From an optimization exercise on the open Yosys and OpenROAD flow, aimed at small area, a short achievable clock period and few clock cycles per item; shortcuts taken in it are not production practice. Where RTL was checked, it was by simulation tests only, not by an equivalence proof against the original. The RTL of run 7 was laid out without a check of its function. Power and IR drop assume default switching activity.

[config.mk]
export PLATFORM = sky130hd
export DESIGN_NAME = rgb565_hsl_color_classifier
export DESIGN_NICKNAME = rgb565_hsl_color_classifier
export VERILOG_FILES = /design/flow/design.v
export SDC_FILE = /design/flow/constraint.sdc
export NUM_CORES = 4
export LEC_CHECK = 0
export ABC_AREA = 1
export CAP_MARGIN = 20
export CORE_MARGIN = 2
export CORE_UTILIZATION = 70
export CTS_CLUSTER_DIAMETER = 80
export CTS_CLUSTER_SIZE = 28
export PLACE_DENSITY = 0.8
export SETUP_SLACK_MARGIN = 3.9
export SLEW_MARGIN = 20
[constraint.sdc]
create_clock -name core_clock -period 6.0 [get_ports {clk}]
set_input_delay 1.2000 -clock core_clock [delete_from_list [all_inputs] [get_ports {clk}]]
set_output_delay 1.2000 -clock core_clock [all_outputs]
set_load 0.01 [all_outputs]
[design.v]
package rhc_pkg;
  localparam logic [7:0]  HUE_FULL       = 8'd240;
  typedef enum logic [2:0] {
    REG_HUE_LOW    = 3'd0,
    REG_HUE_HIGH   = 3'd1,
    REG_SAT_LOW    = 3'd2,
    REG_SAT_HIGH   = 3'd3,
    REG_LIGHT_LOW  = 3'd4,
    REG_LIGHT_HIGH = 3'd5
  } cfg_reg_t;
endpackage
module rhc_pipe #(
  parameter int W  = 1,
  parameter bit EN = 1'b1
) (
  input  logic         clk,
  input  logic [W-1:0] d,
  output logic [W-1:0] q
);
  if (EN) begin : g_reg
    always_ff @(posedge clk) q <= d;
  end else begin : g_wire
    assign q = d;
  end
endmodule
module rhc_vpipe #(
  parameter bit EN = 1'b1
) (
  input  logic clk,
  input  logic rst_n,
  input  logic d,
  output logic q
);
  if (EN) begin : g_reg
    always_ff @(posedge clk) begin
      if (!rst_n) q <= 1'b0;
      else        q <= d;
    end
  end else begin : g_wire
    assign q = d;
  end
endmodule
import rhc_pkg::*;
module rgb565_hsl_color_classifier (
  input  logic        clk,
  input  logic        rst_n,
  input  logic        start,
  output logic        busy,
  input  logic [15:0] in_pixel,
  output logic        out_valid,
  output logic [7:0]  out_hue,
  output logic [7:0]  out_lightness,
  output logic [7:0]  out_saturation,
  output logic        out_match,
  input  logic        cfg_we,
  input  logic [2:0]  cfg_index,
  input  logic [15:0] cfg_data
);
  logic [15:0] hue_low_r, hue_high_r;
  logic [7:0]  sat_low_r, sat_high_r, light_low_r, light_high_r;
  always_ff @(posedge clk) begin
    if (!rst_n) begin
      hue_low_r    <= 16'd65496;
      hue_high_r   <= 16'd40;
      sat_low_r    <= 8'd90;
      sat_high_r   <= 8'd180;
      light_low_r  <= 8'd0;
      light_high_r <= 8'd80;
    end else if (cfg_we) begin
      case (cfg_index)
        REG_HUE_LOW:    hue_low_r    <= cfg_data;
        REG_HUE_HIGH:   hue_high_r   <= cfg_data;
        REG_SAT_LOW:    sat_low_r    <= cfg_data[7:0];
        REG_SAT_HIGH:   sat_high_r   <= cfg_data[7:0];
        REG_LIGHT_LOW:  light_low_r  <= cfg_data[7:0];
        REG_LIGHT_HIGH: light_high_r <= cfg_data[7:0];
        default: ;
      endcase
    end
  end
  assign busy = 1'b0;
  function automatic logic [16:0] add_mx(input logic [15:0] x, input logic [15:0] y,
                                         input logic ci, input int w);
    logic [15:0] p, pp, gg;
    logic [16:0] r;
    p  = x ^ y;
    gg = x;
    pp = p;
    gg[0] = p[0] ? ci : x[0];
    for (int i = 1; (1 << i) <= 16; i++) begin
      for (int j = (1 << i) - 1; j < w; j = j + (1 << i)) begin
        gg[j] = pp[j] ? gg[j - (1 << (i - 1))] : gg[j];
        pp[j] = pp[j] & pp[j - (1 << (i - 1))];
      end
    end
    for (int i = 4; i > 0; i--) begin
      for (int j = (1 << i) + (1 << (i - 1)) - 1; j < w; j = j + (1 << i)) begin
        gg[j] = pp[j] ? gg[j - (1 << (i - 1))] : gg[j];
        pp[j] = pp[j] & pp[j - (1 << (i - 1))];
      end
    end
    r = '0;
    r[0] = p[0] ^ ci;
    for (int j = 1; j < w; j++) r[j] = p[j] ^ gg[j-1];
    r[w] = gg[w-1];
    add_mx = r;
  endfunction
  function automatic logic ge_mx(input logic [15:0] x, input logic [15:0] y, input int w);
    logic [16:0] r;
    r = add_mx(x, ~y, 1'b1, w);
    ge_mx = r[w];
  endfunction
  logic [5:0] cr, cg, cb;
  assign cr = {in_pixel[15:11], 1'b0};
  assign cg = in_pixel[10:5];
  assign cb = {in_pixel[4:0], 1'b0};
  logic        v1;
  logic [15:0] px_1;
  logic        ge_rg_1, ge_rb_1, ge_gb_1;
  always_ff @(posedge clk) begin
    if (!rst_n) v1 <= 1'b0;
    else        v1 <= start;
  end
  always_ff @(posedge clk) begin
    px_1    <= in_pixel;
    ge_rg_1 <= ge_mx(16'(cr), 16'(cg), 6);
    ge_rb_1 <= ge_mx(16'(cr), 16'(cb), 6);
    ge_gb_1 <= ge_mx(16'(cg), 16'(cb), 6);
  end
  logic [5:0] r_1, g_1, b_1, mx, mn, md;
  logic [1:0] sel_a;    
  logic       neg_a;
  logic [5:0] a_b, d_b;
  logic [6:0] s_b;
  logic [16:0] t_a, t_d, t_s;
  always_comb begin
    r_1 = {px_1[15:11], 1'b0};
    g_1 = px_1[10:5];
    b_1 = {px_1[4:0], 1'b0};
    if (ge_rg_1 && ge_rb_1) begin
      mx = r_1;
      sel_a = ge_gb_1 ? 2'd0 : 2'd1;
      neg_a = !ge_gb_1;
      mn = ge_gb_1 ? b_1 : g_1;
      md = ge_gb_1 ? g_1 : b_1;
    end else if (ge_gb_1) begin
      mx = g_1;
      sel_a = 2'd2;
      neg_a = ge_rb_1 && !(r_1 == b_1);    
      mn = ge_rb_1 ? b_1 : r_1;
      md = ge_rb_1 ? r_1 : b_1;
    end else begin
      mx = b_1;
      sel_a = 2'd3;
      neg_a = !ge_rg_1;                     
      mn = ge_rg_1 ? g_1 : r_1;
      md = ge_rg_1 ? r_1 : g_1;
    end
    t_a = add_mx(16'(md), ~(16'(mn)), 1'b1, 6);
    t_d = add_mx(16'(mx), ~(16'(mn)), 1'b1, 6);
    t_s = add_mx(16'(mx), 16'(mn), 1'b0, 6);
    a_b = t_a[5:0];
    d_b = t_d[5:0];
    s_b = t_s[6:0];
  end
  logic       v2;
  logic [1:0] sel_2;
  logic       neg_2;
  logic [5:0] a_2, d_2;
  logic [6:0] s_2;
  always_ff @(posedge clk) begin
    if (!rst_n) v2 <= 1'b0;
    else        v2 <= v1;
  end
  always_ff @(posedge clk) begin
    {sel_2, neg_2, a_2, d_2, s_2} <= {sel_a, neg_a, a_b, d_b, s_b};
  end
  logic [8:0]  hnum_c;     
  logic [5:0]  hden_c;
  logic [9:0]  d15_c;      
  logic [11:0] snum_c;     
  logic        sflag_c;    
  logic [7:0]  sden_c;
  logic [16:0] t_h5, t_d15;
  always_comb begin
    t_h5   = add_mx(16'({a_2, 2'b0}), 16'(a_2), 1'b0, 8);
    hnum_c = t_h5[8:0];
    hden_c = {d_2[5:1], d_2[0] | (d_2 == 6'd0)};
    t_d15  = add_mx(16'({d_2, 4'b0}), ~(16'(d_2)), 1'b1, 10);
    d15_c  = t_d15[9:0];
    sflag_c = !s_2[6] || (s_2[5:0] == 6'd0);
    sden_c = sflag_c ? {s_2 == 7'd0, s_2} : {~s_2[5:0], 2'b11};
    snum_c = sflag_c ? {2'b0, d15_c} : {d15_c, 2'b0};
  end
  logic        vr    [9];
  logic [1:0]  selr  [9];
  logic        negr  [9];
  logic        sflr  [9];
  logic [15:0] srem  [9];
  logic [7:0]  sden  [9];
  logic [7:0]  sq    [9];
  logic [11:0] hrem  [9];
  logic [5:0]  hden  [9];
  logic [5:0]  hq    [9];
  always_ff @(posedge clk) begin
    if (!rst_n) vr[0] <= 1'b0;
    else        vr[0] <= v2;
  end
  always_ff @(posedge clk) begin
    selr[0] <= sel_2;
    negr[0] <= neg_2;
    sflr[0] <= sflag_c;
    srem[0][15:4] <= snum_c;
    sden[0] <= sden_c;
    hrem[0][11:3] <= hnum_c;
    hden[0] <= hden_c;
  end
  assign srem[0][3:0] = '0;
  assign hrem[0][2:0] = '0;
  assign sq[0] = '0;
  assign hq[0] = '0;
  logic [7:0] hue_9, light_10;
  logic s_take_a [8];
  for (genvar i = 0; i < 8; i++) begin : g_row
    localparam int SK = 7 - i;
    localparam int HK = 5 - i;
    logic [8:0]  s_top;
    logic [9:0]  s_dif;
    logic        s_take;
    logic [7:0]  s_rem;
    assign s_top  = srem[i][SK+8:SK];
    logic [9:0] s_r;
    logic [16:0] t_s;
    assign t_s    = add_mx(16'(s_top), ~(16'(sden[i])), 1'b1, 9);
    assign s_r    = t_s[9:0];
    assign s_dif  = {1'b0, s_r[8:0]};
    assign s_take = s_r[9];
    assign s_take_a[i] = s_take;
    assign s_rem  = s_take ? s_dif[7:0] : s_top[7:0];
    always_ff @(posedge clk) begin
      if (!rst_n) vr[i+1] <= 1'b0;
      else        vr[i+1] <= vr[i];
    end
    always_ff @(posedge clk) begin
      sq[i+1] <= {sq[i][6:0], s_take};
    end
    if (SK > 0) begin : g_scarry
      always_ff @(posedge clk) begin
        selr[i+1] <= selr[i];
        negr[i+1] <= negr[i];
        sflr[i+1] <= sflr[i];
        sden[i+1] <= sden[i];
        srem[i+1][SK+7:SK] <= s_rem;
      end
      if (SK > 4) begin : g_slo
        always_ff @(posedge clk) srem[i+1][SK-1:4] <= srem[i][SK-1:4];
      end
      if (SK > 0) begin : g_slo0
        assign srem[i+1][(SK > 4 ? 4 : SK)-1:0] = '0;
      end
      assign srem[i+1][15:SK+8] = '0;
    end else begin : g_slast
      assign srem[i+1] = '0;
      assign sden[i+1] = '0;
      assign sflr[i+1] = 1'b0;
      assign selr[i+1] = '0;
      assign negr[i+1] = 1'b0;
    end
    if (i < 6) begin : g_hue
      logic [6:0] h_top;
      logic [7:0] h_dif;
      logic       h_take;
      logic [5:0] h_rem;
      assign h_top  = hrem[i][HK+6:HK];
      logic [9:0] h_r;
      logic [16:0] t_h;
        assign t_h    = add_mx(16'(h_top), ~(16'(hden[i])), 1'b1, 7);
        assign h_r    = t_h[9:0];
      assign h_dif  = {1'b0, h_r[6:0]};
      assign h_take = h_r[7];
      assign h_rem  = h_take ? h_dif[5:0] : h_top[5:0];
      always_ff @(posedge clk) hq[i+1] <= {hq[i][4:0], h_take};
      if (HK > 0) begin : g_hcarry
        always_ff @(posedge clk) begin
          hden[i+1] <= hden[i];
          hrem[i+1][HK+5:HK] <= h_rem;
        end
        if (HK > 3) begin : g_hlo
          always_ff @(posedge clk) hrem[i+1][HK-1:3] <= hrem[i][HK-1:3];
        end
        assign hrem[i+1][(HK > 3 ? 3 : HK)-1:0] = '0;
        assign hrem[i+1][11:HK+6] = '0;
      end else begin : g_hlast
        assign hrem[i+1] = '0;
        assign hden[i+1] = '0;
      end
    end else begin : g_hue_done
      assign hrem[i+1] = '0;
      assign hden[i+1] = '0;
      assign hq[i+1]   = '0;
    end
  end
  logic [7:0]  ofs_h;
  logic [16:0] t_hue;
  always_comb begin
    case (selr[6])
      2'd0:    ofs_h = 8'd0;
      2'd1:    ofs_h = 8'd240;
      2'd2:    ofs_h = 8'd80;
      default: ofs_h = 8'd160;
    endcase
    t_hue = add_mx(16'(ofs_h), negr[6] ? ~(16'(hq[6])) : 16'(hq[6]), negr[6], 8);
    hue_9 = t_hue[7:0];
  end
  logic [7:0] hue_r9;
  always_ff @(posedge clk) hue_r9 <= hue_9;
  logic [6:0]  s_rec;
  logic [14:0] light_prod;
  logic [16:0] t_l;
  logic [7:0]  light_r10;
  always_comb begin
    s_rec = sflr[6] ? sden[6][6:0] : {1'b1, ~sden[6][7:2]};
    t_l = add_mx(16'({s_rec, 1'b0, s_rec}), ~(16'({s_rec, 4'b0})), 1'b1, 15);
    light_prod = t_l[14:0];
    light_10 = light_prod[14:7];
  end
  always_ff @(posedge clk) light_r10 <= light_10;
  logic [8:0] hue_e, hue_c;
  logic       hue_and;
  logic       lo_hi0, hi_hi0, lo_ff;
  always_comb begin
    lo_hi0 = (hue_low_r[15:8] == 8'h00);
    hi_hi0 = (hue_high_r[15:8] == 8'h00);
    lo_ff  = (hue_low_r[15:8] == 8'hFF);
    if (!ge_mx(hue_high_r, hue_low_r, 16)) begin
      hue_and = 1'b0;
      hue_c   = hi_hi0 ? {1'b0, hue_high_r[7:0]} : 9'd256;
      hue_e   = (lo_ff && hue_low_r[7:0] >= 8'd15) ? {1'b0, hue_low_r[7:0] - 8'd14} : 9'd0;
    end else begin
      hue_and = hi_hi0 && hue_high_r[7:0] <= 8'd240;
      hue_e   = lo_hi0 ? {1'b0, hue_low_r[7:0]} + 9'd1 : 9'd256;
      if (hi_hi0 && hue_high_r[7:0] <= 8'd240)
        hue_c = {1'b0, hue_high_r[7:0]};
      else if (hue_high_r[15:9] == 7'd0 && hue_high_r[8:0] < 9'd496)
        hue_c = hue_high_r[8:0] - 9'd240;
      else
        hue_c = 9'd256;
    end
  end
  logic [8:0] hue_e_r, hue_c_r;
  logic       hue_and_r;
  always_ff @(posedge clk) begin
    hue_e_r   <= hue_e;
    hue_c_r   <= hue_c;
    hue_and_r <= hue_and;
  end
  logic hue_ge, hue_lt;
  assign hue_ge =  ge_mx(16'(hue_r9), 16'(hue_e_r), 9);
  assign hue_lt = !ge_mx(16'(hue_r9), 16'(hue_c_r), 9);
  logic [7:0] sat_p0, sat_p1;
  logic       sat_ok0, sat_ok1, hue_ok, light_ok, match_m;
  always_comb begin
    sat_p0   = {sq[7][6:0], 1'b0};
    sat_p1   = {sq[7][6:0], 1'b1};
    sat_ok0  = !ge_mx(16'(sat_low_r), 16'(sat_p0), 8) && !ge_mx(16'(sat_p0), 16'(sat_high_r), 8);
    sat_ok1  = !ge_mx(16'(sat_low_r), 16'(sat_p1), 8) && !ge_mx(16'(sat_p1), 16'(sat_high_r), 8);
    hue_ok   = hue_and_r ? (hue_ge && hue_lt) : (hue_ge || hue_lt);
    light_ok = !ge_mx(16'(light_low_r), 16'(light_r10), 8) &&
               !ge_mx(16'(light_r10), 16'(light_high_r), 8);
    match_m  = hue_ok && light_ok && (s_take_a[7] ? sat_ok1 : sat_ok0);
  end
  always_ff @(posedge clk) begin
    out_hue       <= hue_r9;
    out_lightness <= light_r10;
    out_match     <= match_m;
  end
  assign out_saturation = sq[8];
  assign out_valid      = vr[8];
endmodule
[flow/run.sh]
#!/bin/bash
set -euo pipefail
bash standard.sh "BUFFER_PORTS_ARGS=-buffer_cell sky130_fd_sc_hd__buf_2" finish > flow_make.log 2>&1
[standard.sh]
#!/bin/bash
# synth_recipe.tcl (not shown) runs the flow's synth.tcl, then flattens the netlist and writes it again
# the make line also repeats each setting of config.mk as NAME=value (left out here)
make -C /OpenROAD-flow-scripts/flow DESIGN_CONFIG=/design/flow/config.mk WORK_HOME=/design/flow/orfs CLKGATE_MAP_FILE= SYNTH_SCRIPT=/design/flow/synth_recipe.tcl "${@:-finish}"
==> results.json, run 1 <==
{
  "gp_congestion": 0.892,
  "routed_wl_um": 37100,
  "cts_root_buf": "clkbuf_16",
  "seqCellArea_um2": 9410,
  "worstMarginPinSlew_ps": 661,
  "numPlacedInstances": 2872,
  "grt_use_met1": 0.293,
  "crit_fanout": 1,
  "worst_setup_path_start_kind": "flip-flop",
  "synth.distinct_cells": 57,
  "cp_top_family": "flip-flops",
  "path_cells": "buf_2",
  "viasPerCell": 5.21,
  "synthCells": 2506,
  "hold_path.class": "flip-flop to flip-flop",
  "clkLatencyLatePin_ps": 530,
  "nNetsFinal": 2630,
  "grt_pass1_vias": 14200,
  "dp_slack_ps": 3370,
  "place_area_um2": 19800,
  "final_cells": 2906,
  "end_kind": "primary output",
  "rsz0062_at_grt": "yes",
  "grt_busiest_layer": "met2",
  "clock.fmax_ghz": 0.458,
  "setup_viol": 0,
  "yosysSeqAreaShare": 0.486,
  "crit_slowest_cell": "dfxtp_1",
  "stdcell_area_um2": 20700,
  "cts_buffers": 20,
  "core_area_um2": 27000,
  "hold_ws_ps": 326,
  "rows": 60,
  "report.final.slew_viol_count": 0,
  "num_vias": 15100,
  "power.density_nw_per_um2": 580,
  "min_period_over_period": 0.364,
  "initial_utilization": 0.714,
  "clk_path_buf_depth": 3,
  "fin_util": 0.765,
  "peakVddDrop_mv": 0.458,
  "drv_cap": 0,
  "yosys_register_bits": 468,
  "grtUsageTotal": 0.251,
  "dp_hpwl_um": 27100,
  "dieArea_um2": 28900,
  "synth_edf_count": 0,
  "h-tree-depth": 1,
  "worst-path-buf-inv": 1,
  "power.total_mw": 12.0,
  "crit_type": "flip-flop to primary output",
  "layout_common_cells": "nand2_1 (521), dfxtp_1 (445), inv_1 (389)",
  "critPathMaxStageDelay_ps": 330,
  "yosys_warnings": 51,
  "use_met2": 0.482,
  "ios": 66,
  "final.setup.worst_slack_ps": 3820,
  "clkTransAtPathRegs_ps": 100,
  "synth_fp_nets": 2573,
  "drt-wirelength-per-cell_um": 12.8,
  "cts_hold_buf": 0,
  "multi_input_area_um2": 8270,
  "fin_tns_setup_ps": 0,
  "grt_util_met3": 0.0249,
  "die_w_um": 170,
  "cts_num_sinks": 468,
  "arrival_ps": 980,
  "cts_tree": "built",
  "synthArstFlopShare": 0,
  "avgSynthCellArea_um2": 7.70,
  "layout_commonest_cell": "nand2_1",
  "area_growth_syn_to_layout_pct": 7.17,
  "syn_area_um2": 19300,
  "grt-ovfl-total": 0,
  "grt_pass1_wl_um": 61000,
  "die_h_um": 170,
  "synth_flop_cell": "dfxtp_1",
  "drtAntennaViolNets": 0,
  "dr.pass1.iters": 5,
  "n_fill_cell": 2036,
  "port_buffers": 64,
  "final_hold_viol_count": 0,
  "run_status": "no timing/DRC/antenna violations",
  "drive_above_1_share": 0.0885,
  "layout_min_cycle_time_ps": 2180,
  "antenna_found_initial": 0,
  "relSlewSlack": 0.560,
  "num_antenna_cells": 0,
  "power_leakage_nw": 10.2,
  "cp.required_ps": 4800,
  "grt_max_degree": 76,
  "drtIter0Drc": 1025,
  "clock_skew_ps": 11.7,
  "drc": 0
}
cell usage after synthesis, types with 8 or more instances:
library cell	n	area (um2)
nand2_1	523	1960
dfxtp_1	468	9370
inv_1	393	1480
nor2_1	300	1130
o21ai_0	185	926
nand3_1	100	500
a21oi_1	79	395
xor2_1	65	569
xnor2_1	48	420
nand2_2	31	194
ha_1	28	350
a31oi_1	25	156
o211ai_1	23	173
nor3_1	21	105
o21ai_1	19	95.1
o22ai_1	18	113
clkbuf_1	17	63.8
nand3b_1	13	97.6
nand4_1	13	81.3
o21ai_2	12	105
buf_4	11	82.6
maj3_1	10	100
or2_2	10	62.6
a21o_1	8	60.1
report_power, final:
group | leakage, nW | total, mW | internal (mW) | switching [mW]
combinational | 6.02 | 5.39 | 2.10 | 3.29
sequential | 3.91 | 5.08 | 4.35 | 0.725
clock | 0.267 | 1.52 | 0.647 | 0.875
total | 10.2 | 12.0 | 7.10 | 4.89
logic make-up after synthesis:
group | count (synthesis) | synth area share
buffers and inverters | 441 | 0.0908
AOI/OAI and AO/OA | 402 | 0.120
and+or+nand+nor | 1040 | 0.226
DFF | 468 | 0.486
muxes | 1 | 0.000519
other | 1 | 0.000194
xor gates and xnor gates | 114 | 0.0521
adders and majority gates | 39 | 0.0239
area by class of cell:
class,count,share of cell area
tap,341,0.0206
multi-input combinational,1597,0.400
clock inverter,1,0.000363
timing repair buffer,74,0.0241
timing repair inverter,1,0.000363
inverter,401,0.0735
clock buffer,23,0.0263
sequential,468,0.455
state kept, by name, indices dropped and copies added, names as in the netlist, 14 cells and up:
register,cells
hden,36
selr,14
hrem,16
hue_high_r,16
hq,21
px_1,16
sden,64
sq,36
hue_low_r,16
g_row.g_hue.h_top,26
g_row.s_top,51
srem,23
worst reg2reg max path: stages, from the launching register on:
cell	delay [ps]
dfxtp_4	450
clkinvlp_4	180
nand2_2	110
nand2_4	70
inv_2	60
nor2_1	50
inv_1	100
nand2_4	70
ha_1	330
inv_1	80
nor2_2	40
nand2_1	80
nand2_1	70
nand2_2	70
nand2_1	50
nand2_1	50
nand2_1	40
worst paths after layout:
path	start	to	slack (ps)	cells after the start
max	out_lightness[3]	out_lightness[3]	3820	1
min	srem[1][5]	g_row[2].s_top[0]	330	0
max reg2reg	ge_rb_1	a_2[5]	4020	16
min reg2reg	srem[1][5]	g_row[2].s_top[0]	330	0
routing by layer:
layer | wire length (um) | part of all wire
met1 | 15800 | 0.43
met2 | 18800 | 0.51
met3 | 1460 | 0.039
met4 | 1010 | 0.027
met5 | 0 | 0
timing repair:
action                                  CTS  global route
pin swaps                                 0             0
endpoints found under the setup margin   40           109
gates cloned                              0             1
setup buffers                             0             9
resized for setup                        21            47
endpoints found under the hold margin     0             0
Testbench counts, summed over its fixed seeds: cycles 24,088, pixels 24,000.
==> inputs of run 2 (changes only) <==
--- a/config.mk
+++ b/config.mk
@@ -12,5 +12,5 @@
 export CTS_CLUSTER_DIAMETER = 80
 export CTS_CLUSTER_SIZE = 28
 export PLACE_DENSITY = 0.8
-export SETUP_SLACK_MARGIN = 3.9
+export SETUP_SLACK_MARGIN = 3.75
 export SLEW_MARGIN = 20
==> run 2 against run 1 <==
  * Register-to-register slack worse by 130 ps
  * Power down 1.1%
  * First-iteration DRC count down 7.2%
  * Non-clock buffer count down 7
  * Critical path depth unchanged
  * Combinational power down 3%
  * Largest cell class unchanged
  * Largest power group unchanged
==> results.json, run 2 <==
{
  "synth_top_family_by_area": "simple AND/OR/NAND/NOR gates",
  "cp-endpoint": "out_match",
  "synthTopCellsByCount": "nand2_1 (523), dfxtp_1 (468), inv_1 (393)",
  "grt_pass1_wl_um": 61000,
  "dp_slack_ps": 3020,
  "arrival_ps": 990,
  "yosys_warnings": 51,
  "fin_tns_setup_ps": 0,
  "synth-simple-area-share": 0.226,
  "drc": 0,
  "layout_common_cells": "nand2_1 (523), dfxtp_1 (465), inv_1 (392)",
  "final_hold_viol_count": 0,
  "synth_top_area_share": 0.486,
  "power.density_nw_per_um2": 580,
  "clkTransAtPathRegs_ps": 100,
  "clk_path_buf_depth": 3,
  "drive_above_1_share": 0.0751,
  "end_kind": "primary output",
  "cp_top_family": "flip-flops",
  "worst-path-buf-inv": 1,
  "drv_cap": 0,
  "synthCells": 2506,
  "relSlewSlack": 0.529,
  "synth_compound_area_frac": 0.120,
  "synthArstFlopShare": 0,
  "synth_flop_cell": "dfxtp_1",
  "dr.pass1.iters": 5,
  "clock_skew_ps": 19.7,
  "hold_ws_ps": 330,
  "viasPerCell": 5.22,
  "initial_utilization": 0.714,
  "drt-wirelength-per-cell_um": 12.4,
  "min_period_over_period": 0.365,
  "r2r_cells": 16,
  "dp_hpwl_um": 26900,
  "antenna_found_initial": 0,
  "grt_util_met3": 0.0274,
  "regToRegSetupSlack_ps": 3890,
  "yosysMostFrequentCell": "nand2_1",
  "die_h_um": 170,
  "h-tree-depth": 1,
  "cts_num_sinks": 468,
  "nNetsFinal": 2623,
  "dieArea_um2": 28900,
  "crit_fanout": 1,
  "seqCellArea_um2": 9380,
  "largest_reg_flops": 64,
  "power.total_mw": 11.9,
  "use_met2": 0.470,
  "num_vias": 15100,
  "cp.required_ps": 4800,
  "multi_input_area_um2": 8210,
  "peakVddDrop_mv": 0.439,
  "netlist_top_cells_area": "dfxtp_1 (49%), nand2_1 (10%), inv_1 (7.6%)",
  "port_buffers": 64,
  "synth-adder-area-share": 0.0239,
  "power_leakage_nw": 10.1,
  "hold_path.class": "flip-flop to flip-flop",
  "grt_pass1_vias": 14100,
  "max_flop_register": "sden",
  "die_w_um": 170,
  "setup_viol": 0,
  "synth_xor_area_frac": 0.0521,
  "n_fill_cell": 2075,
  "worstMarginPinSlew_ps": 700,
  "clock.fmax_ghz": 0.457,
  "final.setup.worst_slack_ps": 3810,
  "cts_buffers": 20,
  "num_antenna_cells": 0,
  "area_growth_syn_to_layout_pct": 6.02,
  "yosysSeqAreaShare": 0.486,
  "grt_busiest_layer": "met2",
  "worst_setup_path_start_kind": "flip-flop",
  "layout_min_cycle_time_ps": 2190,
  "run_status": "no timing/DRC/antenna violations",
  "gp_congestion": 0.900,
  "crit_type": "flip-flop to primary output",
  "drtAntennaViolNets": 0,
  "synth_edf_count": 0,
  "avgSynthCellArea_um2": 7.70,
  "ios": 66,
  "cp_num_cells": 1,
  "syn_area_um2": 19300,
  "grt_max_degree": 76,
  "rr_startpoint": "ge_gb_1",
  "routed_wl_um": 36000,
  "grt_use_met1": 0.306,
  "path_cells": "buf_2",
  "cts_tree": "built",
  "core_area_um2": 27000,
  "grt-ovfl-total": 0,
  "critPathMaxStageDelay_ps": 340,
  "yosysTopAreaCell": "dfxtp_1",
  "synthMuxAreaShare": 0.000519,
  "synth_fp_nets": 2573,
  "cts_root_buf": "clkbuf_16",
  "rsz0062_at_grt": "yes",
  "fin_util": 0.757,
  "report.final.slew_viol_count": 0,
  "layout_commonest_cell": "nand2_1",
  "timing.rr.end": "a_2[5]",
  "crit_slowest_cell": "dfxtp_1",
  "synth.distinct_cells": 57,
  "yosys_register_bits": 468,
  "grtUsageTotal": 0.250,
  "clkLatencyLatePin_ps": 530,
  "critPathLaunch": "out_match",
  "rows": 60,
  "drtIter0Drc": 951
}
[run 2: cell count changes in the layout (fill, tap and decap cells not counted), sizes merged]
cell,before,now
clkinvlp,4,2
buf,74,67
bufinv,0,1
inv,399,400
[run 2: layer usage]
metal	wire length (um)	up-vias
met4	738	0
met3	1410	61
li1	-	7942
met2	18000	327
met5	0	-
met1	15900	6808
[run 2: what timing repair did]
action                     CTS  global route
gates resized for setup      4             9
cloned                       0             1
pin swaps                    0             0
setup buffers                0             2
setup endpoints to repair   20            36
hold buffers                 0             0
[run 2: worst min-delay path by stage]
stage                           from                 endpoint  slack (ps)  cells past startpoint
final                       hq[4][2]                 hq[5][3]         330                      0
after global routing      selr[0][0]               selr[1][0]         340                      0
after CTS                 selr[0][0]               selr[1][0]         340                      0
after detailed placement  hrem[0][4]  g_row[1].g_hue.h_top[0]         310                      0
after global placement       sflr[4]                  sflr[5]         310                      0
after floorplan           hrem[0][4]  g_row[1].g_hue.h_top[0]         310                      0
[run 2: area by class of cell]
class	count	share of cell area
timing repair inverter	1	0.000367
clock inverter	1	0.00147
clock buffer	23	0.0270
timing repair buffer	67	0.0169
multi-input combinational	1597	0.401
sequential	468	0.458
tap	341	0.0209
inverter	401	0.0739
[run 2: kinds of logic after synthesis]
kind of cell / after synthesis
muxes: 1
AOI/OAI and AO/OA: 402
and+or+nand+nor: 1040
xor gates and xnor gates: 114
adders and majority gates: 39
DFF: 468
buffers and inverters: 441
other: 1
[run 2: report_power, final]
part,internal (mW),switching (mW)
combinational,2.02,3.21
clock,0.701,0.875
sequential,4.34,0.715
total,7.06,4.80
[run 2: stage by stage]
step                area (um2)  std cells
floorplan                19300       2506
global placement         19800       2872
detailed placement       19800       2872
CTS                      20400       2896
global route             20500       2899
finish                   20500       2899
==> inputs of run 3 (changes only) <==
--- a/config.mk
+++ b/config.mk
@@ -5,12 +5,12 @@
 export SDC_FILE = /design/flow/constraint.sdc
 export NUM_CORES = 4
 export LEC_CHECK = 0
-export ABC_AREA = 1
+export ABC_AREA = 0
 export CAP_MARGIN = 20
 export CORE_MARGIN = 2
 export CORE_UTILIZATION = 70
 export CTS_CLUSTER_DIAMETER = 80
 export CTS_CLUSTER_SIZE = 28
 export PLACE_DENSITY = 0.8
-export SETUP_SLACK_MARGIN = 3.75
+export SETUP_SLACK_MARGIN = 3.8
 export SLEW_MARGIN = 20
==> run 3 against run 2 <==
  * Critical endpoint is now d_2[5]
  * Critical path depth is 8 higher
  * Utilization rose by 9.9 points
  * Die area shrank 2.7%
  * Power up 12%
  * Clock-buffer cell count shrank 1
  * Sequential cell count stayed put
  * Maximum frequency decreased by 14%
  * Clock skew rose by 5.7 ps
  * First-iteration DRC count grew 31%
  * Highest routed layer unchanged
  * Cell area grew 9.7%
  * Combinational power rose by 22%
==> results.json, run 3 <==
{
  "drtAntennaViolNets": 0,
  "num_antenna_cells": 0,
  "grt_max_degree": 76,
  "rows": 59,
  "yosysSeqAreaShare": 0.499,
  "synth.distinct_cells": 79,
  "worst_setup_path_start_kind": "flip-flop",
  "hold_depth": 0,
  "crit_fanout": 5,
  "synth_top_area_share": 0.499,
  "initial_utilization": 0.716,
  "r2r_cells": 9,
  "routed_wl_um": 42200,
  "grtUsageTotal": 0.268,
  "regToRegSetupSlack_ps": 3440,
  "seq_power_share": 0.404,
  "cts_num_sinks": 468,
  "clkLatencyLatePin_ps": 550,
  "area_growth_syn_to_layout_pct": 19.5,
  "end_kind": "flip-flop",
  "use_met2": 0.504,
  "dr.pass1.iters": 5,
  "yosys_warnings": 51,
  "min_period_over_period": 0.427,
  "power.switching_mw": 5.14,
  "synth_flop_cell": "dfxtp_1",
  "n_fill_cell": 1380,
  "grt-ovfl-total": 0,
  "clock.fmax_ghz": 0.391,
  "yosysMostFrequentCell": "dfxtp_1",
  "fin_util": 0.856,
  "final.setup.worst_slack_ps": 3440,
  "peakVddDrop_mv": 0.618,
  "synthCells": 1994,
  "dp_hpwl_um": 25900,
  "avgSynthCellArea_um2": 9.41,
  "yosysTopAreaCell": "dfxtp_1",
  "synthTopCellsByCount": "dfxtp_1 (468), nand2_1 (259), inv_1 (136)",
  "crit_type": "flip-flop to flip-flop",
  "drive_above_1_share": 0.238,
  "rsz0062_at_grt": "yes",
  "drtIter0Drc": 1243,
  "grt_busiest_layer": "met2",
  "drc": 0,
  "layout_commonest_cell": "dfxtp_1",
  "yosys_register_bits": 468,
  "netlist_top_cells_area": "dfxtp_1 (50%), nand2_1 (5.2%), xnor2_1 (4.8%)",
  "p_clk_frac": 0.118,
  "core_area_um2": 26200,
  "report.final.slew_viol_count": 0,
  "min_to": "sq[7][1]",
  "worstMarginPinSlew_ps": 789,
  "cts_hold_buf": 0,
  "multi_input_area_um2": 9980,
  "synthArstFlopShare": 0,
  "hold_path.class": "flip-flop to flip-flop",
  "p_comb_frac": 0.478,
  "fin_tns_setup_ps": 0,
  "dp_slack_ps": 3000,
  "h-tree-depth": 1,
  "synth_edf_count": 0,
  "hold_ws_ps": 332,
  "drt-wirelength-per-cell_um": 16.9,
  "cts_root_buf": "clkbuf_16",
  "layout_min_cycle_time_ps": 2560,
  "grt_pass1_vias": 13700,
  "internal_power_mw": 8.20,
  "sw_frac_of_total": 0.385,
  "largest_reg_flops": 64,
  "die_w_um": 168,
  "die_h_um": 168,
  "power.density_nw_per_um2": 594,
  "drv_cap": 0,
  "relSlewSlack": 0.473,
  "cp.required_ps": 6390,
  "grt_pass1_wl_um": 63300,
  "clkTransAtPathRegs_ps": 100,
  "grt_util_met3": 0.0305,
  "seqCellArea_um2": 9500,
  "final_hold_viol_count": 0,
  "stdcell_area_um2": 22400,
  "cts_tree": "built",
  "grt_use_met1": 0.316,
  "setup_viol": 0,
  "antenna_found_initial": 0,
  "cts_buffers": 21,
  "num_vias": 14700,
  "port_buffers": 64,
  "hp-start": "sq[6][0]",
  "clk_path_buf_depth": 3,
  "timing.rr.end": "d_2[5]",
  "viasPerCell": 5.89,
  "arrival_ps": 2950,
  "clock_skew_ps": 25.4,
  "rr_startpoint": "ge_rb_1",
  "place_area_um2": 19500,
  "max_flop_register": "sden",
  "ios": 66,
  "run_status": "no timing/DRC/antenna violations",
  "layout_common_cells": "dfxtp_1 (401), nand2_1 (247), inv_1 (121)",
  "syn_area_um2": 18800,
  "dieArea_um2": 28100,
  "power_leakage_nw": 9.21,
  "synth_fp_nets": 2061,
  "gp_congestion": 0.860,
  "nNetsFinal": 2229
}
==> run 3: area by class of cell <==
type                            instances  share of cell area
Tap cell                              335              0.0187
Inverter                              138              0.0241
Sequential cell                       468               0.424
Clock buffer                           22              0.0236
Clock inverter                          3             0.00223
Multi-Input combinational cell       1349               0.445
Timing Repair Buffer                  184              0.0628
==> run 3: layer usage <==
layer  share of wire  vias to the layer above  wire [um]
met2            0.51                      523      21700
met5               0                        -          0
met1            0.40                     6932      16800
met4           0.036                        0       1520
met3           0.053                      140       2250
li1                -                     7129          -
==> run 3: critical path, stage by stage (launching register included) <==
cell     delay, ps
dfxtp_4        370
and2_4         180
buf_4          150
o21ai_4        190
inv_2           70
maj3_2         320
maj3_2         320
maj3_2         320
maj3_2         330
xor2_1         160
==> run 3: how the worst max path moves through the flow <==
stage,from,endpoint,slack [ps],cells past startpoint
finish,ge_rb_1,d_2[5],3440,9
global placement,ge_rb_1,s_2[5],3050,9
detailed placement,ge_rb_1,s_2[5],3000,9
floorplan,ge_gb_1,d_2[5],3370,11
global route,ge_rg_1,d_2[5],3390,10
CTS,ge_rb_1,d_2[5],3430,10
==> run 3: timing repair <==
item	4_1_cts	5_1_grt
gates resized for setup	209	171
pin swaps	85	105
cloned	3	1
buffers inserted	63	57
endpoints found under the setup margin	130	134
hold endpoints to repair	0	0
==> run 3: power by group through the flow <==
stage / combinational [mW] / clock [mW] / sequential (mW)
after floorplan: 3.77 / 0 / 5.00
after global placement: 4.32 / 0 / 5.23
after detailed placement: 4.52 / 0 / 5.29
after CTS: 5.35 / 1.60 / 5.26
after global routing: 6.93 / 1.71 / 5.51
final: 6.37 / 1.58 / 5.39
==> run 3: cells by family after synthesis <==
family	count (synthesis)	synth area share
compound gates	391	0.142
flops	468	0.499
buf+inv	181	0.0378
other cells	1	0.000200
simple gates	642	0.162
mux	36	0.0199
fa+ha+maj	101	0.0582
xor+xnor	174	0.0812
==> run 3: metrics by stage <==
stage                     instances  total power [mW]
after floorplan                1994              8.77
after global placement         2350              9.55
after detailed placement       2350              9.81
after CTS                      2441              12.2
after global routing           2499              14.2
final                          2499              13.3
==> inputs of run 4 (changes only) <==
--- a/config.mk
+++ b/config.mk
@@ -5,12 +5,12 @@
 export SDC_FILE = /design/flow/constraint.sdc
 export NUM_CORES = 4
 export LEC_CHECK = 0
-export ABC_AREA = 0
-export CAP_MARGIN = 20
+export ABC_AREA = 1
+export CAP_MARGIN = 5
 export CORE_MARGIN = 2
 export CORE_UTILIZATION = 70
 export CTS_CLUSTER_DIAMETER = 80
 export CTS_CLUSTER_SIZE = 28
 export PLACE_DENSITY = 0.8
 export SETUP_SLACK_MARGIN = 3.8
-export SLEW_MARGIN = 20
+export SLEW_MARGIN = 5
==> run 4 against run 3 <==
  * Still clean on timing, DRC and antenna
  * Clock skew fell by 7.4 ps
  * Cell count rose by 16%
  * Clock-buffer cell count rose by 1
  * Critical path depth fell by 8
  * Worst setup slack improved by 380 ps
  * Largest cell class is now sequential cells
==> results.json, run 4 <==
{
  "setup_viol": 0,
  "max_flop_register": "sden",
  "routed_wl_um": 36100,
  "rows": 60,
  "yosysMostFrequentCell": "nand2_1",
  "power_leakage_nw": 10.2,
  "h-tree-depth": 1,
  "viasPerCell": 5.22,
  "cts_hold_buf": 0,
  "worstMarginPinSlew_ps": 701,
  "avgSynthCellArea_um2": 7.70,
  "yosys_warnings": 51,
  "grt_pass1_vias": 14100,
  "drc": 0,
  "die_h_um": 170,
  "dp_hpwl_um": 26900,
  "drv_cap": 0,
  "synthCells": 2506,
  "synth_top_area_share": 0.486,
  "final_hold_viol_count": 0,
  "initial_utilization": 0.714,
  "arrival_ps": 980,
  "cts_num_sinks": 468,
  "area_growth_syn_to_layout_pct": 6.56,
  "crit_fanout": 1,
  "n_fill_cell": 2066,
  "power.density_nw_per_um2": 579,
  "antenna_found_initial": 0,
  "numPlacedInstances": 2872,
  "end_kind": "primary output",
  "report.final.slew_viol_count": 0,
  "synth_edf_count": 0,
  "grt_max_degree": 76,
  "layout_min_cycle_time_ps": 2180,
  "core_area_um2": 27000,
  "rsz0062_at_grt": "yes",
  "crit_slowest_cell": "dfxtp_1",
  "path_cells": "buf_2",
  "dr.pass1.iters": 5,
  "seqCellArea_um2": 9390,
  "netlist_top_cells_area": "dfxtp_1 (49%), nand2_1 (10%), inv_1 (7.6%)",
  "run_status": "no timing/DRC/antenna violations",
  "synthTopCellsByCount": "nand2_1 (523), dfxtp_1 (468), inv_1 (393)",
  "clkLatencyLatePin_ps": 530,
  "cp_top_family": "flip-flops",
  "grt_pass1_wl_um": 61000,
  "layout_common_cells": "nand2_1 (523), dfxtp_1 (454), inv_1 (390)",
  "worst_setup_path_start_kind": "flip-flop",
  "relSlewSlack": 0.528,
  "yosysTopAreaCell": "dfxtp_1",
  "num_antenna_cells": 0,
  "clock.fmax_ghz": 0.459,
  "fin_tns_setup_ps": 0,
  "synth_flop_cell": "dfxtp_1",
  "synth.distinct_cells": 57,
  "worst-path-buf-inv": 1,
  "dieArea_um2": 28900,
  "grt-ovfl-total": 0,
  "clkTransAtPathRegs_ps": 110,
  "drtIter0Drc": 979,
  "cts_tree": "built",
  "cts_root_buf": "clkbuf_16",
  "yosys_register_bits": 468,
  "hold_path.class": "flip-flop to flip-flop",
  "power.total_mw": 11.9,
  "grtUsageTotal": 0.250,
  "synthArstFlopShare": 0,
  "peakVddDrop_mv": 0.449,
  "clk_path_buf_depth": 3,
  "drtAntennaViolNets": 0,
  "synth_fp_nets": 2573,
  "yosysSeqAreaShare": 0.486,
  "final_cells": 2903,
  "die_w_um": 170,
  "layout_commonest_cell": "nand2_1",
  "cp.required_ps": 4800,
  "multi_input_area_um2": 8210,
  "num_vias": 15200,
  "drt-wirelength-per-cell_um": 12.4,
  "cts_buffers": 20,
  "syn_area_um2": 19300,
  "gp_congestion": 0.900,
  "nNetsFinal": 2627,
  "clock_skew_ps": 17.9,
  "ios": 66,
  "port_buffers": 64,
  "min_period_over_period": 0.363,
  "largest_reg_flops": 64,
  "drive_above_1_share": 0.0824,
  "crit_type": "flip-flop to primary output",
  "fin_util": 0.761,
  "critPathMaxStageDelay_ps": 330
}
run 4: layout make-up:
class	instances	area share
flip-flops and latches	468	0.457
multi-input cells	1597	0.399
inverters	401	0.0738
clock buffers	23	0.0269
well taps	341	0.0208
repair buffers	71	0.0207
clock inverters	1	0.00146
repair inverters	1	0.000365
run 4: kinds of logic (layout without fill, tap and decap cells):
logic type      Yosys count  count (layout)  share of synthesized area
compound gates          402             402                      0.120
buf+inv                 441             497                     0.0908
fa+ha+maj                39              39                     0.0239
simple gates           1040            1040                      0.226
mux                       1               1                   0.000519
flops                   468             468                      0.486
xor+xnor                114             114                     0.0521
other cells               1               1                   0.000194
run 4: where the power goes:
group	switching, mW	total (mW)	internal (mW)
sequential	0.723	5.07	4.35
combinational	3.21	5.26	2.05
clock	0.877	1.58	0.701
run 4: routing by layer:
| layer | part of all wire | GRT usage |
|---|---|---|
| met5 | 0 | 0 |
| met4 | 0.020 | 0.0639 |
| met3 | 0.039 | 0.0274 |
| met2 | 0.50 | 0.470 |
| met1 | 0.44 | 0.306 |
run 4: through the flow:
| step | hold WS (ps) | worst slack, ps | cell area, um2 |
|---|---|---|---|
| 2_1_floorplan | 310 | 3590 | 19300 |
| 3_3_place_gp | 310 | 3120 | 19800 |
| 3_5_place_dp | 312 | 3020 | 19800 |
| 4_1_cts | 335 | 3720 | 20400 |
| 5_1_grt | 337 | 3710 | 20600 |
| 6_report | 333 | 3820 | 20600 |
run 4: worst paths after layout:
| check | start | to | slack [ps] | cells after the start |
|---|---|---|---|---|
| worst min register to register | hq[4][2] | hq[5][3] | 330 | 0 |
| worst max register to register | ge_rb_1 | a_2[5] | 3920 | 15 |
| worst min-delay path | hq[4][2] | hq[5][3] | 330 | 0 |
| worst max-delay path | out_lightness[4] | out_lightness[4] | 3820 | 1 |
run 4: what timing repair did:
item,in CTS,in global routing
gates resized for setup,6,34
setup buffers,0,6
cloned,0,1
setup endpoints to repair,23,62
==> inputs of run 5 (changes only) <==
--- a/config.mk
+++ b/config.mk
@@ -6,11 +6,11 @@
 export NUM_CORES = 4
 export LEC_CHECK = 0
 export ABC_AREA = 1
-export CAP_MARGIN = 5
+export CAP_MARGIN = 20
 export CORE_MARGIN = 2
 export CORE_UTILIZATION = 70
-export CTS_CLUSTER_DIAMETER = 80
-export CTS_CLUSTER_SIZE = 28
+export CTS_CLUSTER_DIAMETER = 100
+export CTS_CLUSTER_SIZE = 34
 export PLACE_DENSITY = 0.8
 export SETUP_SLACK_MARGIN = 3.8
-export SLEW_MARGIN = 5
+export SLEW_MARGIN = 20
==> run 5 against run 4 <==
  * Still clean
  * Sequential share of layout area up 0.21 points
  * Synthesized cell count unchanged
  * Via count up 0.20%
  * Clock-buffer cell count down 5
  * Cell area down 0.48%
  * Worst setup slack worse by 47 ps
  * Synthesized area unchanged
  * Largest cell class unchanged
==> results.json, run 5 <==
{
  "run_status": "no timing/DRC/antenna violations",
  "cts_root_buf": "clkbuf_16",
  "avgSynthCellArea_um2": 7.70,
  "hold_depth": 0,
  "synthTopCellsByCount": "nand2_1 (523), dfxtp_1 (468), inv_1 (393)",
  "gp_congestion": 0.900,
  "cts_buffers": 17,
  "layout_commonest_cell": "nand2_1",
  "drtAntennaViolNets": 0,
  "dieArea_um2": 28900,
  "grt-ovfl-total": 0,
  "synth.distinct_cells": 57,
  "core_area_um2": 27000,
  "synthArstFlopShare": 0,
  "antenna_found_initial": 0,
  "layout_min_cycle_time_ps": 2230,
  "nNetsFinal": 2624,
  "routed_wl_um": 36500,
  "report.final.slew_viol_count": 0,
  "synthCells": 2506,
  "seq_power_share": 0.431,
  "synth_edf_count": 0,
  "yosysTopAreaCell": "dfxtp_1",
  "cp.required_ps": 6390,
  "crit_slowest_cell": "clkinvlp_4",
  "internal_power_mw": 6.94,
  "cts_num_sinks": 468,
  "die_w_um": 170,
  "worstMarginPinSlew_ps": 702,
  "rows": 60,
  "n_fill_cell": 2081,
  "drc": 0,
  "rsz0062_at_grt": "yes",
  "yosysSeqAreaShare": 0.486,
  "initial_utilization": 0.714,
  "peakVddDrop_mv": 0.503,
  "clock_skew_ps": 14.0,
  "port_buffers": 64,
  "clkTransAtPathRegs_ps": 120,
  "grt_pass1_wl_um": 61100,
  "yosys_warnings": 51,
  "viasPerCell": 5.24,
  "drive_above_1_share": 0.0797,
  "area_growth_syn_to_layout_pct": 6.05,
  "clock.fmax_ghz": 0.449,
  "min_period_over_period": 0.371,
  "setup_viol": 0,
  "grtUsageTotal": 0.250,
  "die_h_um": 170,
  "r2r_cells": 16,
  "hold_path.class": "flip-flop to flip-flop",
  "drv_cap": 0,
  "sw_frac_of_total": 0.411,
  "layout_common_cells": "nand2_1 (523), dfxtp_1 (455), inv_1 (391)",
  "drtIter0Drc": 985,
  "drt-wirelength-per-cell_um": 12.6,
  "clk_path_buf_depth": 3,
  "fin_tns_setup_ps": 0,
  "relSlewSlack": 0.528,
  "num_vias": 15200,
  "synth_top_area_share": 0.486,
  "netlist_top_cells_area": "dfxtp_1 (49%), nand2_1 (10%), inv_1 (7.6%)",
  "power_leakage_nw": 10.1,
  "largest_reg_flops": 64,
  "max_flop_register": "sden",
  "crit_fanout": 14,
  "p_comb_frac": 0.451,
  "cts_tree": "built",
  "p_clk_frac": 0.118,
  "critPathMaxStageDelay_ps": 410,
  "grt_pass1_vias": 14100,
  "power.density_nw_per_um2": 576,
  "power.total_mw": 11.8,
  "arrival_ps": 2620,
  "power.switching_mw": 4.84,
  "yosys_register_bits": 468,
  "ios": 66,
  "end_kind": "flip-flop",
  "final_hold_viol_count": 0,
  "syn_area_um2": 19300,
  "dr.pass1.iters": 5,
  "cp_common_cell": "inv_1",
  "grt_max_degree": 76,
  "regToRegSetupSlack_ps": 3920,
  "h-tree-depth": 1,
  "synth_fp_nets": 2573,
  "cts_hold_buf": 0,
  "crit_type": "primary input to flip-flop",
  "yosysMostFrequentCell": "nand2_1",
  "synth_flop_cell": "dfxtp_1",
  "path_cells": "buf_2, inv_1, nor2_1, inv_1, nor2_2, clkinvlp_4, nand2_1, nand3_1",
  "clkLatencyLatePin_ps": 520,
  "num_antenna_cells": 0,
  "worst_setup_path_start_kind": "primary input",
  "dp_hpwl_um": 26900
}
## run 5: routing by layer
metal	track usage	part of all wire
met5	0	0
met4	0.0561	0.020
met3	0.0247	0.036
met2	0.477	0.50
met1	0.304	0.44
## run 5: stage by stage
step	worst slack [ps]	util	cells	instance area (um2)	hold slack [ps]
floorplan	3590	-	2506	19300	310
CTS	3720	0.751	2892	20300	337
global route	3710	0.757	2899	20500	342
detailed placement	3020	0.733	2872	19800	312
finish	3770	0.757	2899	20500	338
global placement	3120	0.733	2872	19800	310
## run 5: kinds of logic (layout without fill, tap and decap cells)
kind of cell | after synthesis | after routing | synth area share
xor gates and xnor gates | 114 | 114 | 0.0521
muxes | 1 | 1 | 0.000519
adders and majority gates | 39 | 39 | 0.0239
other | 1 | 1 | 0.000194
AOI/OAI and AO/OA | 402 | 402 | 0.120
DFF | 468 | 468 | 0.486
buffers and inverters | 441 | 493 | 0.0908
and+or+nand+nor | 1040 | 1040 | 0.226
## run 5: timing repair
action	in CTS	in global routing
endpoints found under the setup margin	25	64
resized for setup	10	33
setup buffers	0	6
cloned	0	1
## run 5: layout make-up
| class | instances | area [um2] | share of cell area |
|---|---|---|---|
| Tap cell | 341 | 427 | 0.0209 |
| Sequential cell | 468 | 9390 | 0.459 |
| Clock buffer | 18 | 429 | 0.0210 |
| Inverter | 401 | 1520 | 0.0742 |
| Clock inverter | 2 | 17.5 | 0.000856 |
| Timing Repair Buffer | 71 | 438 | 0.0214 |
| Multi-Input combinational cell | 1597 | 8240 | 0.402 |
| Timing Repair inverter | 1 | 7.51 | 0.000367 |
## run 5: final timing paths
| check | from | end |
|---|---|---|
| worst min register to register | sq[2][1] | sq[3][2] |
| worst min-delay path | sq[2][1] | sq[3][2] |
| worst max register to register | ge_rb_1 | a_2[5] |
| worst max-delay path | cfg_index[0] | hue_high_r[5] |
## run 5: worst max-delay path, delay by kind of cell
kind	cells	cell delay, ps
buffers and inverters	4	720
and+or+nand+nor	4	710
## run 5: power groups by stage
stage,clock network (mW),registers (mW),logic [mW]
after CTS,1.42,5.05,5.23
after detailed placement,0,5.12,5.17
after global routing,1.52,5.20,6.17
after floorplan,0,4.91,4.30
final,1.39,5.07,5.31
after global placement,0,5.08,4.92
==> inputs of run 6 (changes only) <==
==> flow/run.sh (replaced) <==
#!/bin/bash
set -euo pipefail
bash standard.sh "BUFFER_PORTS_ARGS=-buffer_cell sky130_fd_sc_hd__buf_1" finish > flow_make.log 2>&1
--- a/config.mk
+++ b/config.mk
@@ -9,8 +9,8 @@
 export CAP_MARGIN = 20
 export CORE_MARGIN = 2
 export CORE_UTILIZATION = 70
-export CTS_CLUSTER_DIAMETER = 100
-export CTS_CLUSTER_SIZE = 34
+export CTS_CLUSTER_DIAMETER = 80
+export CTS_CLUSTER_SIZE = 28
 export PLACE_DENSITY = 0.8
 export SETUP_SLACK_MARGIN = 3.8
 export SLEW_MARGIN = 20
==> run 6 against run 5 <==
  * Largest power group unchanged
  * Still clean
  * Worst setup slack better by 46 ps
  * Synthesized area stayed put
  * First-iteration DRC count is 8.2% lower
  * Hold slack worse by 2.8 ps
  * Combinational power is essentially flat
  * Via count rose by 0.76%
  * Die area stayed put
  * Critical path type is now flip-flop to primary output
==> results.json, run 6 <==
{
  "critPathMaxStageDelay_ps": 340,
  "cts_root_buf": "clkbuf_16",
  "viasPerCell": 5.28,
  "crit_slowest_cell": "dfxtp_2",
  "layout_min_cycle_time_ps": 2180,
  "cp.required_ps": 4800,
  "clock_skew_ps": 10.8,
  "h-tree-depth": 1,
  "avgSynthCellArea_um2": 7.70,
  "cts_hold_buf": 0,
  "power_leakage_nw": 10.1,
  "drv_cap": 0,
  "gp_congestion": 0.918,
  "grt_pass1_wl_um": 62000,
  "drive_above_1_share": 0.0653,
  "cts_tree": "built",
  "fin_tns_setup_ps": 0,
  "rr_startpoint": "ge_gb_1",
  "die_h_um": 170,
  "clkTransAtPathRegs_ps": 100,
  "arrival_ps": 980,
  "min_period_over_period": 0.364,
  "yosys_register_bits": 468,
  "hold_path.class": "flip-flop to flip-flop",
  "syn_area_um2": 19300,
  "hold_ws_ps": 335,
  "yosys_warnings": 51,
  "n_fill_cell": 2080,
  "synthArstFlopShare": 0,
  "synth.distinct_cells": 57,
  "netlist_top_cells_area": "dfxtp_1 (49%), nand2_1 (10%), inv_1 (7.6%)",
  "clkLatencyLatePin_ps": 530,
  "initial_utilization": 0.714,
  "synthTopCellsByCount": "nand2_1 (523), dfxtp_1 (468), inv_1 (393)",
  "num_vias": 15300,
  "ios": 66,
  "fin_util": 0.758,
  "hp-start": "sq[5][4]",
  "drt-wirelength-per-cell_um": 12.6,
  "hold_depth": 0,
  "rows": 60,
  "power.density_nw_per_um2": 583,
  "min_to": "sq[6][5]",
  "num_antenna_cells": 0,
  "drtIter0Drc": 904,
  "yosysTopAreaCell": "dfxtp_1",
  "relSlewSlack": 0.550,
  "worst-path-buf-inv": 1,
  "core_area_um2": 27000,
  "setup_viol": 0,
  "synth_edf_count": 0,
  "synth_flop_cell": "dfxtp_1",
  "grt_pass1_vias": 14400,
  "grt-ovfl-total": 0,
  "area_growth_syn_to_layout_pct": 6.21,
  "report.final.slew_viol_count": 0,
  "dp_hpwl_um": 27400,
  "max_flop_register": "sden",
  "largest_reg_flops": 64,
  "antenna_found_initial": 0,
  "grtUsageTotal": 0.255,
  "drc": 0,
  "layout_commonest_cell": "nand2_1",
  "drtAntennaViolNets": 0,
  "peakVddDrop_mv": 0.557,
  "r2r_cells": 16,
  "layout_common_cells": "nand2_1 (523), dfxtp_1 (454), inv_1 (392)",
  "dr.pass1.iters": 5,
  "worst_setup_path_start_kind": "flip-flop",
  "synthCells": 2506,
  "clock.fmax_ghz": 0.458,
  "cp_top_family": "flip-flops",
  "yosysMostFrequentCell": "nand2_1",
  "yosysSeqAreaShare": 0.486,
  "synth_top_area_share": 0.486,
  "rsz0062_at_grt": "yes",
  "grt_max_degree": 76,
  "regToRegSetupSlack_ps": 3900,
  "dieArea_um2": 28900,
  "worstMarginPinSlew_ps": 674,
  "run_status": "no timing/DRC/antenna violations",
  "nNetsFinal": 2623,
  "crit_type": "flip-flop to primary output",
  "path_cells": "buf_6",
  "clk_path_buf_depth": 3,
  "final_hold_viol_count": 0,
  "die_w_um": 170,
  "cts_num_sinks": 468,
  "cts_buffers": 20,
  "port_buffers": 64,
  "timing.rr.end": "a_2[5]",
  "end_kind": "primary output",
  "crit_fanout": 1,
  "synth_fp_nets": 2573,
  "routed_wl_um": 36400
}
[run 6: cell families (layout without fill, tap and decap cells)]
| group | after synthesis | after routing | share of synthesized area |
|---|---|---|---|
| compound gates | 402 | 402 | 0.120 |
| xor+xnor | 114 | 114 | 0.0521 |
| fa+ha+maj | 39 | 39 | 0.0239 |
| buf+inv | 441 | 493 | 0.0908 |
| flops | 468 | 468 | 0.486 |
| mux | 1 | 1 | 0.000519 |
| other cells | 1 | 1 | 0.000194 |
| simple gates | 1040 | 1040 | 0.226 |
[run 6: repair_timing]
item / CTS / global route
hold endpoints to repair: 0 / 0
gates cloned: 0 / 1
setup endpoints to repair: 43 / 72
gates resized for setup: 36 / 35
buffers inserted: 0 / 1
[run 6: report_power, final]
part           switching, mW  internal [mW]  leakage, nW  total (mW)
Combinational           3.28           2.06         5.87        5.34
Sequential             0.727           4.35         3.91        5.07
Clock                  0.868          0.677        0.278        1.55
Total                   4.87           7.08         10.1        12.0
[run 6: final cells by class]
type	count	area, um2	area share
Sequential cell	468	9390	0.458
Multi-Input combinational cell	1597	8230	0.402
Inverter	401	1510	0.0738
Clock buffer	22	529	0.0258
Tap cell	341	427	0.0208
Timing Repair Buffer	67	359	0.0175
Clock inverter	2	35.0	0.00171
Timing Repair inverter	1	7.51	0.000366
[run 6: routing by layer]
layer | vias up | GRT usage | part of all wire
met4 | 0 | 0.0751 | 0.027
met1 | 6942 | 0.297 | 0.43
li1 | 7963 | - | -
met3 | 77 | 0.0307 | 0.039
met5 | - | 0 | 0
met2 | 318 | 0.487 | 0.51
[run 6: worst max-delay path by stage]
| stage | startpoint | end | slack (ps) | depth (start not counted) |
|---|---|---|---|---|
| detailed placement | cfg_we | sat_low_r[5] | 3060 | 8 |
| finish | out_hue[5] | out_hue[5] | 3820 | 1 |
| floorplan | cfg_we | sat_high_r[3] | 3590 | 7 |
| global placement | cfg_we | sat_low_r[5] | 3120 | 8 |
| CTS | ge_gb_1 | a_2[5] | 3730 | 15 |
| global route | ge_rb_1 | a_2[5] | 3710 | 15 |
[run 6: metrics by stage]
step	worst slack, ps	instances	power (mW)	instance area, um2
after floorplan	3590	2506	9.21	19300
after global placement	3120	2873	9.98	19700
after detailed placement	3060	2873	10.3	19700
after CTS	3730	2897	11.9	20400
after global routing	3710	2899	13.1	20500
final	3820	2899	12.0	20500
==> inputs of run 7 (changes only) <==
--- a/design.v
+++ b/design.v
@@ -197,7 +197,7 @@
   logic        negr  [9];
   logic        sflr  [9];
   logic [15:0] srem  [9];
-  logic [7:0]  sden  [9];
+  logic [7:0]  sden  [9];    
   logic [7:0]  sq    [9];
   logic [11:0] hrem  [9];
   logic [5:0]  hden  [9];
@@ -211,9 +211,9 @@
     negr[0] <= neg_2;
     sflr[0] <= sflag_c;
     srem[0][15:4] <= snum_c;
-    sden[0] <= sden_c;
+    sden[0] <= ~sden_c;
     hrem[0][11:3] <= hnum_c;
-    hden[0] <= hden_c;
+    hden[0] <= ~hden_c;
   end
   assign srem[0][3:0] = '0;
   assign hrem[0][2:0] = '0;
@@ -231,7 +231,7 @@
     assign s_top  = srem[i][SK+8:SK];
     logic [9:0] s_r;
     logic [16:0] t_s;
-    assign t_s    = add_mx(16'(s_top), ~(16'(sden[i])), 1'b1, 9);
+    assign t_s    = add_mx(16'(s_top), {8'hFF, sden[i]}, 1'b1, 9);
     assign s_r    = t_s[9:0];
     assign s_dif  = {1'b0, s_r[8:0]};
     assign s_take = s_r[9];
@@ -274,7 +274,7 @@
       assign h_top  = hrem[i][HK+6:HK];
       logic [9:0] h_r;
       logic [16:0] t_h;
-        assign t_h    = add_mx(16'(h_top), ~(16'(hden[i])), 1'b1, 7);
+        assign t_h    = add_mx(16'(h_top), {10'h3FF, hden[i]}, 1'b1, 7);
         assign h_r    = t_h[9:0];
       assign h_dif  = {1'b0, h_r[6:0]};
       assign h_take = h_r[7];
@@ -319,7 +319,7 @@
   logic [16:0] t_l;
   logic [7:0]  light_r10;
   always_comb begin
-    s_rec = sflr[6] ? sden[6][6:0] : {1'b1, ~sden[6][7:2]};
+    s_rec = sflr[6] ? ~sden[6][6:0] : {1'b1, sden[6][7:2]};
     t_l = add_mx(16'({s_rec, 1'b0, s_rec}), ~(16'({s_rec, 4'b0})), 1'b1, 15);
     light_prod = t_l[14:0];
     light_10 = light_prod[14:7];
==> flow/run.sh (replaced) <==
#!/bin/bash
set -euo pipefail
bash standard.sh "BUFFER_PORTS_ARGS=-buffer_cell sky130_fd_sc_hd__buf_2" finish > flow_make.log 2>&1
--- a/config.mk
+++ b/config.mk
@@ -8,9 +8,9 @@
 export ABC_AREA = 1
 export CAP_MARGIN = 20
 export CORE_MARGIN = 2
-export CORE_UTILIZATION = 70
+export CORE_UTILIZATION = 40
 export CTS_CLUSTER_DIAMETER = 80
 export CTS_CLUSTER_SIZE = 28
-export PLACE_DENSITY = 0.8
+export PLACE_DENSITY = 0.6
 export SETUP_SLACK_MARGIN = 3.8
 export SLEW_MARGIN = 20
==> run 7 against run 6 <==
  * Combinational power shrank 5.8%
  * Non-clock buffer count unchanged
  * Via count is 1.5% lower
  * Worst setup slack got worse by 44 ps
  * Sequential share of layout area shrank 1.3 points
  * Die area up 72%
  * Global-route usage down 11 points
  * Clock-buffer cell count increased by 6
  * First-iteration DRC count shrank 4.8%
  * Sequential power about the same
  * Register-to-register slack better by 90 ps
==> results.json, run 7 <==
{
  "run_status": "no timing/DRC/antenna violations",
  "power.density_nw_per_um2": 569,
  "drc": 0,
  "report.final.slew_viol_count": 0,
  "synth_flop_cell": "dfxtp_1",
  "hold_path.class": "flip-flop to flip-flop",
  "end_kind": "primary output",
  "fin_tns_setup_ps": 0,
  "rsz0062_at_grt": "yes",
  "drive_above_1_share": 0.0912,
  "clock_skew_ps": 21.2,
  "area_growth_syn_to_layout_pct": 9.95,
  "h-tree-depth": 1,
  "grt_max_degree": 76,
  "clkTransAtPathRegs_ps": 100,
  "yosysSeqAreaShare": 0.488,
  "antenna_found_initial": 0,
  "dieArea_um2": 49800,
  "synth_top_area_share": 0.488,
  "worstMarginPinSlew_ps": 700,
  "dp_hpwl_um": 28000,
  "layout_common_cells": "nand2_1 (622), dfxtp_1 (445), inv_1 (333)",
  "max_flop_register": "sden",
  "port_buffers": 64,
  "worst-path-buf-inv": 1,
  "grt-ovfl-total": 0,
  "cts_tree": "built",
  "dr.pass1.iters": 5,
  "drv_cap": 0,
  "clock.fmax_ghz": 0.449,
  "yosysMostFrequentCell": "nand2_1",
  "worst_setup_path_start_kind": "flip-flop",
  "syn_area_um2": 19200,
  "initial_utilization": 0.404,
  "place_area_um2": 20100,
  "min_period_over_period": 0.371,
  "path_cells": "buf_6",
  "cp.required_ps": 4800,
  "grtUsageTotal": 0.149,
  "synth.distinct_cells": 61,
  "critPathMaxStageDelay_ps": 350,
  "stdcell_area_um2": 21100,
  "peakVddDrop_mv": 0.243,
  "layout_commonest_cell": "nand2_1",
  "relSlewSlack": 0.527,
  "synthCells": 2519,
  "grt_pass1_wl_um": 63300,
  "core_area_um2": 47500,
  "yosys_register_bits": 468,
  "netlist_top_cells_area": "dfxtp_1 (49%), nand2_1 (12%), inv_1 (6.5%)",
  "grt_pass1_vias": 14200,
  "synthArstFlopShare": 0,
  "clkLatencyLatePin_ps": 570,
  "yosys_warnings": 51,
  "arrival_ps": 1030,
  "avgSynthCellArea_um2": 7.63,
  "yosysTopAreaCell": "dfxtp_1",
  "routed_wl_um": 36800,
  "power_leakage_nw": 10.4,
  "drtIter0Drc": 861,
  "crit_fanout": 1,
  "synthTopCellsByCount": "nand2_1 (625), dfxtp_1 (468), inv_1 (333)",
  "cts_buffers": 24,
  "crit_slowest_cell": "dfxtp_2",
  "ios": 66,
  "num_antenna_cells": 0,
  "synth_edf_count": 0,
  "clk_path_buf_depth": 3,
  "gp_congestion": 0.866,
  "num_vias": 15100,
  "cts_hold_buf": 0,
  "cts_root_buf": "clkbuf_16",
  "viasPerCell": 4.70,
  "setup_viol": 0,
  "drt-wirelength-per-cell_um": 11.5,
  "die_w_um": 223,
  "final_hold_viol_count": 0,
  "cts_num_sinks": 468,
  "crit_type": "flip-flop to primary output",
  "cp_top_family": "flip-flops",
  "rows": 80,
  "layout_min_cycle_time_ps": 2230,
  "largest_reg_flops": 64,
  "synth_fp_nets": 2586,
  "drtAntennaViolNets": 0,
  "nNetsFinal": 2641,
  "die_h_um": 223
}
[run 7: changes by cell type in the layout (fill, tap and decap cells not counted), moves of 9 or more]
cell	before	now
buf_1	37	0
inv_1	392	333
o21ai_2	11	24
o21ai_0	185	152
nand2_2	29	20
xor2_1	65	51
nand2_1	523	622
dfxtp_2	13	22
buf_2	15	45
dfxtp_1	454	445
or2_2	10	29
[run 7: path summary, 6_finish.rpt]
path	to	startpoint	slack [ps]	cells after the start
worst min-delay path	negr[5]	negr[4]	330	0
worst min register to register	negr[5]	negr[4]	330	0
worst max register to register	a_2[5]	ge_gb_1	3990	15
worst max-delay path	out_hue[3]	out_hue[3]	3770	1
[run 7: area by class of cell]
cell class | count | area [um2]
repair buffers | 67 | 458
clock buffers | 28 | 647
inverters | 347 | 1310
well taps | 615 | 769
fillers | 4686 | 26400
clock inverters | 13 | 204
multi-input cells | 1666 | 8340
flip-flops and latches | 468 | 9400
[run 7: timing repair]
| action | CTS | global route |
|---|---|---|
| pin swaps | 0 | 1 |
| setup endpoints to repair | 36 | 60 |
| setup buffers | 0 | 2 |
| gates resized for setup | 25 | 28 |
[run 7: cells by family after synthesis]
logic type | count (synthesis) | synth area share
simple gates | 1147 | 0.247
xor+xnor | 102 | 0.0469
compound gates | 384 | 0.117
flops | 468 | 0.488
other cells | 1 | 0.000195
mux | 1 | 0.000521
fa+ha+maj | 31 | 0.0198
buf+inv | 385 | 0.0803
[run 7: layer usage]
metal | GRT usage | up-vias | wire length (um)
met4 | 0.0394 | 0 | 803
met5 | 0 | - | 0
li1 | - | 8057 | -
met1 | 0.178 | 6786 | 16700
met3 | 0.0171 | 44 | 998
met2 | 0.281 | 182 | 18300
[run 7: stage by stage]
step / std cells / hold WS, ps / util / power [mW] / setup WS [ps]
finish: 3204 / 332 / 0.444 / 12.0 / 3770
global route: 3204 / 338 / 0.444 / 13.2 / 3730
CTS: 3202 / 335 / 0.442 / 12.1 / 3730
detailed placement: 3161 / 312 / 0.423 / 10.1 / 3390
global placement: 3161 / 310 / 0.423 / 9.87 / 3460
floorplan: 2519 / 310 / - / 9.02 / 3810
[run 7: power breakdown]
group	switching, mW	internal (mW)
sequential	0.708	4.33
clock	1.04	0.904
combinational	2.99	2.04

-- port drivers added, routing unchanged --
No port has a modelled driver above. Below, the same layouts with a new extraction and two added sets of constraints.
Step 1 sets driving cells, clkbuf_16 on the clock port and buf_2 on the other inputs (assumed; they add their load-dependent delay and slew).
Step 2 moves the port delays by t, midway between the first and last clock arrival at a register: inputs arrive t later, outputs are due t later. That takes back most of the time a late clock gives input paths.
Three values: ideal, step 1, step 2; two values: the first two.
| run | t (ns) | setup WS [ns] | worst setup path after step 2 | worst data-port slew with drivers (ns) |
|---|---|---|---|---|
| run 1 | 0.571 | 3.816 / 3.766 / 3.435 | input to register | 0.04 |
| run 2 | 0.573 | 3.811 / 3.761 / 3.336 | input to register | 0.04 |
| run 3 | 0.588 | 3.440 / 3.440 / 3.233 | input to register | 0.04 |
| run 4 | 0.574 | 3.819 / 3.770 / 3.301 | input to register | 0.04 |
| run 5 | 0.570 | 3.773 / 3.767 / 3.227 | input to register | 0.04 |
| run 6 | 0.573 | 3.819 / 3.767 / 3.340 | input to register | 0.04 |
| run 7 | 0.615 | 3.775 / 3.718 / 3.398 | input to register | 0.03 |
After both steps every run listed still meets setup and hold. The setup slack of run 5, which loses most, moves by -0.006 ns with the drivers and by -0.546 ns with both steps.
